This design comes from an exercise in tuning for small area on the open sky130 flow, not from production work.
Only simulation tests tie the RTL to the original design; equivalence was not proved.
Power figures rest on the tool's default switching activity, not on a simulated workload. The clock port is modelled as an ideal driver; clocking choices that lean on that would not hold on a real chip.

==> flow/design.v <==
package sample_bridge_pkg;
    localparam int DEF_CHANNELS   = 2;
    localparam int DEF_SAMPLE_W   = 32;
    localparam int DEF_FIFO_DEPTH = 16;
    localparam int DEF_DIV_W      = 16;
    function automatic int idx_w(input int n);
        idx_w = (n > 1) ? $clog2(n) : 1;
    endfunction
    function automatic int level_w(input int depth);
        level_w = $clog2(depth) + 1;
    endfunction
    function automatic int frame_w(input int channels, input int sample_w);
        frame_w = channels * sample_w;
    endfunction
endpackage
module sample_frame_fifo
#(
    parameter int WIDTH = 64,
    parameter int DEPTH = sample_bridge_pkg::DEF_FIFO_DEPTH,
    parameter int WORD_W = 32,
    localparam int NWORD = WIDTH / WORD_W,
    localparam int CSW = sample_bridge_pkg::idx_w(NWORD),
    localparam int AW = $clog2(DEPTH),
    localparam int LW = sample_bridge_pkg::level_w(DEPTH)
) (
    input  logic             clk,
    input  logic             rst,
    input  logic             push,
    input  logic             pop,
    input  logic [WIDTH-1:0] din,
    input  logic [CSW-1:0]   rd_sel,
    output logic [WORD_W-1:0] rd_word,
    output logic             full,
    output logic             empty,
    output logic [LW-1:0]    level
);
    logic [WIDTH-1:0] mem_r [DEPTH];
    logic [LW-1:0]    level_r;
    logic             push_s;
    logic             pop_s;
    assign full   = (level_r == LW'(DEPTH));
    assign empty  = (level_r == {LW{1'b0}});
    assign push_s = push && !full;
    assign pop_s  = pop && !empty;
    assign level  = level_r;
    logic [DEPTH*NWORD-1:0]        rd_onehot_s;
    logic [DEPTH*WIDTH-1:0]        mem_flat_s;
    for (genvar i = 0; i < DEPTH; i++) begin : g_slot
        for (genvar c = 0; c < NWORD; c++) begin : g_word
            assign rd_onehot_s[i*NWORD + c] = (level_r[AW-1:0] == AW'(i)) && (rd_sel == CSW'(c));
        end
        assign mem_flat_s[i*WIDTH +: WIDTH] = mem_r[i];
    end
    sample_frame_and_or #(
        .N (DEPTH * NWORD),
        .W (WORD_W)
    ) u_rd (
        .sel  (rd_onehot_s),
        .data (mem_flat_s),
        .q    (rd_word)
    );
    always_ff @(posedge clk) begin
        if (push_s) begin
            for (int i = 0; i < DEPTH; i++) begin
                mem_r[i] <= (i == 1) ? din : mem_r[(i + DEPTH - 1) % DEPTH];
            end
        end
    end
    always_ff @(posedge clk or posedge rst) begin
        if (rst) begin
            level_r <= {LW{1'b0}};
        end else begin
            case ({push_s, pop_s})
                2'b10:   level_r <= level_r + LW'(1);
                2'b01:   level_r <= level_r - LW'(1);
                default: level_r <= level_r;
            endcase
        end
    end
endmodule
module sample_frame_and_or
#(
    parameter int N = 32,
    parameter int W = 32,
    localparam int NG = (N + 2) / 3
) (
    input  logic [N-1:0]   sel,
    input  logic [N*W-1:0] data,
    output logic [W-1:0]   q
);
    logic [W-1:0] grp_n [NG];
    always_comb begin
        for (int g = 0; g < NG; g++) begin
            grp_n[g] = {W{1'b1}};
            for (int t = 3 * g; t < 3 * g + 3 && t < N; t++) begin
                grp_n[g] = grp_n[g] & ~(data[t*W +: W] & {W{sel[t]}});
            end
        end
    end
    always_comb begin
        q = {W{1'b0}};
        for (int g = 0; g < NG; g += 4) begin
            logic [W-1:0] all_n;
            all_n = {W{1'b1}};
            for (int h = g; h < g + 4 && h < NG; h++) begin
                all_n = all_n & grp_n[h];
            end
            q = q | ~all_n;
        end
    end
endmodule
module sample_frame_bridge
#(
    parameter int CHANNELS   = sample_bridge_pkg::DEF_CHANNELS,
    parameter int SAMPLE_W   = sample_bridge_pkg::DEF_SAMPLE_W,
    parameter int FIFO_DEPTH = sample_bridge_pkg::DEF_FIFO_DEPTH,
    parameter int DIV_W      = sample_bridge_pkg::DEF_DIV_W,
    localparam int CW = sample_bridge_pkg::idx_w(CHANNELS),
    localparam int LW = sample_bridge_pkg::level_w(FIFO_DEPTH),
    localparam int FW = sample_bridge_pkg::frame_w(CHANNELS, SAMPLE_W)
) (
    input  logic                clk_clk,
    input  logic                reset_reset,
    input  logic                enable,
    input  logic [DIV_W-1:0]    div_value,
    input  logic [FW-1:0]       sample_in,
    output logic                sample_clk,
    output logic [SAMPLE_W-1:0] rd_data,
    output logic [CW-1:0]       rd_chan,
    output logic                rd_valid,
    input  logic                rd_ready,
    input  logic [SAMPLE_W-1:0] wr_data,
    input  logic                wr_valid,
    output logic                wr_ready,
    output logic [FW-1:0]       sample_out,
    output logic [LW-1:0]       fill_level,
    output logic                overrun,
    output logic                underrun,
    input  logic                clear_flags
);
    logic [DIV_W-1:0] cnt_r;
    logic [DIV_W-1:0] cnt_nxt_s;
    logic             tick_s;
    logic             sample_clk_r;
    logic [CW-1:0]    rd_chan_r;
    logic             rd_xfer_s;
    logic             rd_last_s;
    logic             pop_s;
    logic [CW-1:0]    wr_chan_r;
    logic             wr_xfer_s;
    logic             wr_last_s;
    logic             frame_ready_r;
    logic [FW-1:0]    staging_r;
    logic [FW-1:0]    sample_out_r;
    logic             out_valid_r;
    logic             overrun_r;
    logic             underrun_r;
    logic             fifo_full_s;
    logic             fifo_empty_s;
    logic [LW-1:0]    fifo_level_s;
    sample_frame_fifo #(
        .WIDTH (FW),
        .WORD_W(SAMPLE_W),
        .DEPTH (FIFO_DEPTH)
    ) u_fifo (
        .clk   (clk_clk),
        .rst   (reset_reset),
        .push  (tick_s),
        .pop   (pop_s),
        .din   (sample_in),
        .rd_sel (rd_chan_r),
        .rd_word(rd_data),
        .full  (fifo_full_s),
        .empty (fifo_empty_s),
        .level (fifo_level_s)
    );
    assign rd_xfer_s = !fifo_empty_s && rd_ready;
    assign rd_last_s = (rd_chan_r == CW'(CHANNELS - 1));
    assign pop_s     = rd_xfer_s && rd_last_s;
    assign wr_xfer_s = wr_valid && !frame_ready_r;
    assign wr_last_s = (wr_chan_r == CW'(CHANNELS - 1));
    assign sample_clk = sample_clk_r;
    assign rd_chan    = rd_chan_r;
    assign rd_valid   = !fifo_empty_s;
    assign wr_ready   = !frame_ready_r;
    assign sample_out = sample_out_r & {FW{out_valid_r}};
    assign fill_level = fifo_level_s;
    assign overrun    = overrun_r;
    assign underrun   = underrun_r;
    always_comb begin
        tick_s    = 1'b0;
        cnt_nxt_s = {DIV_W{1'b0}};
        if (!enable) begin
            tick_s    = 1'b0;
            cnt_nxt_s = {DIV_W{1'b0}};
        end else if (cnt_r >= div_value) begin
            tick_s    = 1'b1;
            cnt_nxt_s = {DIV_W{1'b0}};
        end else begin
            tick_s    = 1'b0;
            cnt_nxt_s = cnt_r + DIV_W'(1);
        end
    end
    always_ff @(posedge clk_clk or posedge reset_reset) begin
        if (reset_reset) begin
            cnt_r        <= {DIV_W{1'b0}};
            sample_clk_r <= 1'b0;
        end else begin
            cnt_r        <= cnt_nxt_s;
            sample_clk_r <= tick_s;
        end
    end
    always_ff @(posedge clk_clk or posedge reset_reset) begin
        if (reset_reset) begin
            rd_chan_r <= {CW{1'b0}};
        end else if (rd_xfer_s) begin
            rd_chan_r <= rd_last_s ? {CW{1'b0}} : rd_chan_r + CW'(1);
        end
    end
    for (genvar c = 0; c < CHANNELS; c++) begin : g_staging
        always_ff @(posedge clk_clk) begin
            if (wr_xfer_s && wr_chan_r == CW'(c)) begin
                staging_r[c*SAMPLE_W +: SAMPLE_W] <= wr_data;
            end
        end
    end
    always_ff @(posedge clk_clk) begin
        if (tick_s && frame_ready_r) begin
            sample_out_r <= staging_r;
        end
    end
    always_ff @(posedge clk_clk or posedge reset_reset) begin
        if (reset_reset) begin
            wr_chan_r     <= {CW{1'b0}};
            frame_ready_r <= 1'b0;
            out_valid_r   <= 1'b0;
        end else begin
            if (wr_xfer_s) begin
                wr_chan_r <= wr_last_s ? {CW{1'b0}} : wr_chan_r + CW'(1);
            end
            if (tick_s && frame_ready_r) begin
                out_valid_r   <= 1'b1;
                frame_ready_r <= 1'b0;
            end else if (wr_xfer_s && wr_last_s) begin
                frame_ready_r <= 1'b1;
            end
        end
    end
    always_ff @(posedge clk_clk or posedge reset_reset) begin
        if (reset_reset) begin
            overrun_r  <= 1'b0;
            underrun_r <= 1'b0;
        end else begin
            if (tick_s && fifo_full_s) begin
                overrun_r <= 1'b1;
            end else if (clear_flags) begin
                overrun_r <= 1'b0;
            end
            if (tick_s && !frame_ready_r) begin
                underrun_r <= 1'b1;
            end else if (clear_flags) begin
                underrun_r <= 1'b0;
            end
        end
    end
endmodule
clock: 5.0 ns
lec_check: 0
cap_margin: 20
core_margin: 5
core_utilization: 55
gpl_timing_driven: 0
setup_slack_margin: 0.3
slew_margin: 20
synth_hierarchical: 1
standard.sh (not shown) runs the stock make flow with config.mk's settings and CLKGATE_MAP_FILE= SYNTH_SCRIPT=/design/flow/synth_recipe.tcl, a recipe that flattens the netlist after the stock synthesis.
==> flow/flow/run.sh <==
#!/bin/bash
# Layout flow: the standard ORFS flow with three changes.
#  1. Synthesis maps the combinational logic with flow/area_map.abc (area
#     oriented) in place of ORFS's speed script; everything else in the
#     synthesis script (synth_recipe.tcl) is unchanged.
#  2. Port buffers use sky130_fd_sc_hd__buf_1.
#  3. CTS without dummy loads, with larger sink clusters.
set -euo pipefail
here=$(pwd)
{ cat flow/abc_override.tcl; cat synth_recipe.tcl; } > area_synth.tcl
sed "s#SYNTH_SCRIPT=[^ ]*#SYNTH_SCRIPT=$here/area_synth.tcl#" standard.sh > area_standard.sh
export AREA_ABC_SCRIPT=$here/flow/area_map.abc
export BUFFER_PORTS_ARGS="-buffer_cell sky130_fd_sc_hd__buf_1"
export CTS_ARGS="-sink_clustering_enable -repair_clock_nets -dont_use_dummy_load -sink_clustering_size 30 -sink_clustering_max_diameter 140"
bash area_standard.sh "$@" > flow_make.log 2>&1
==> flow/flow/abc_override.tcl <==
# Map the combinational logic with an area-oriented ABC script instead of
# ORFS's delay-oriented one. Registers are untouched (dfflibmap runs before abc).
proc abc {args} {
  set i [lsearch $args -script]
  set a2 [lreplace $args [expr {$i + 1}] [expr {$i + 1}] $::env(AREA_ABC_SCRIPT)]
  yosys abc {*}$a2
}
==> flow/flow/area_map.abc <==
&get -n
&st
&dch
&nf
&put
Edit:
Settings changed: GPL_TIMING_DRIVEN 0 to default.
Worst setup slack improves by 0.20 ns; sequential cell count stays the same; total power came out lower slightly; wire length increases by a few percent; non-clock buffer count fell by 52; global-route usage rises by 0.55 points; cell area came out lower slightly.
Edit:
--- a/flow/flow/run.sh
+++ b/flow/flow/run.sh
@@ -14 +14 @@
-export CTS_ARGS="-sink_clustering_enable -repair_clock_nets -dont_use_dummy_load -sink_clustering_size 30 -sink_clustering_max_diameter 140"
+export CTS_ARGS="-sink_clustering_enable -repair_clock_nets -dont_use_dummy_load -sink_clustering_size 26 -sink_clustering_max_diameter 120"
First-iteration DRC count grows by 4.0%.
Power rises by 1.2%.
Sequential share of layout area falls by 0.26 points.
Routed wire length barely changes.
Global-route usage stays flat.
Non-clock buffer count does not change.
Sequential cell count does not change.
Die area is unchanged.
Final area increases by 0.33%.
Hold slack got worse by 0.023 ns.
Worst setup slack gets worse by 0.062 ns.

## afterwards: timing with drivers on the ports
Ports are ideal in the flow. The routed layouts listed here were re-timed in OpenROAD.
Step 1 sets driving cells, clkbuf_16 on the clock port and buf_2 on the other inputs (assumed; they add their load-dependent delay and slew).
Step 2 also shifts input and output timing later by t, the mid clock arrival at the registers, as if the neighbouring blocks saw the same clock.
Three values: no drivers, after step 1, after step 2; two values: the first two.
run | t, ns | setup WS [ns] | hold WS [ns] | worst setup path at the end | worst slew at a driven data input, ns
the first run | 0.672 | 0.386 / 0.318 / -0.089 | 0.220 / 0.180 / 0.393 | input to register | 0.07
the second run | 0.676 | 0.587 / 0.522 / 0.707 | 0.251 / 0.211 / 0.406 | input to register | 0.06
the third run | 0.682 | 0.525 / 0.459 / 0.723 | 0.228 / 0.187 / 0.425 | input to register | 0.06
With both steps, setup timing fails in the first run, where it was met with ideal ports. The setup slack of the first run, which loses most, moves by -0.068 ns with the drivers and by -0.475 ns with both steps.
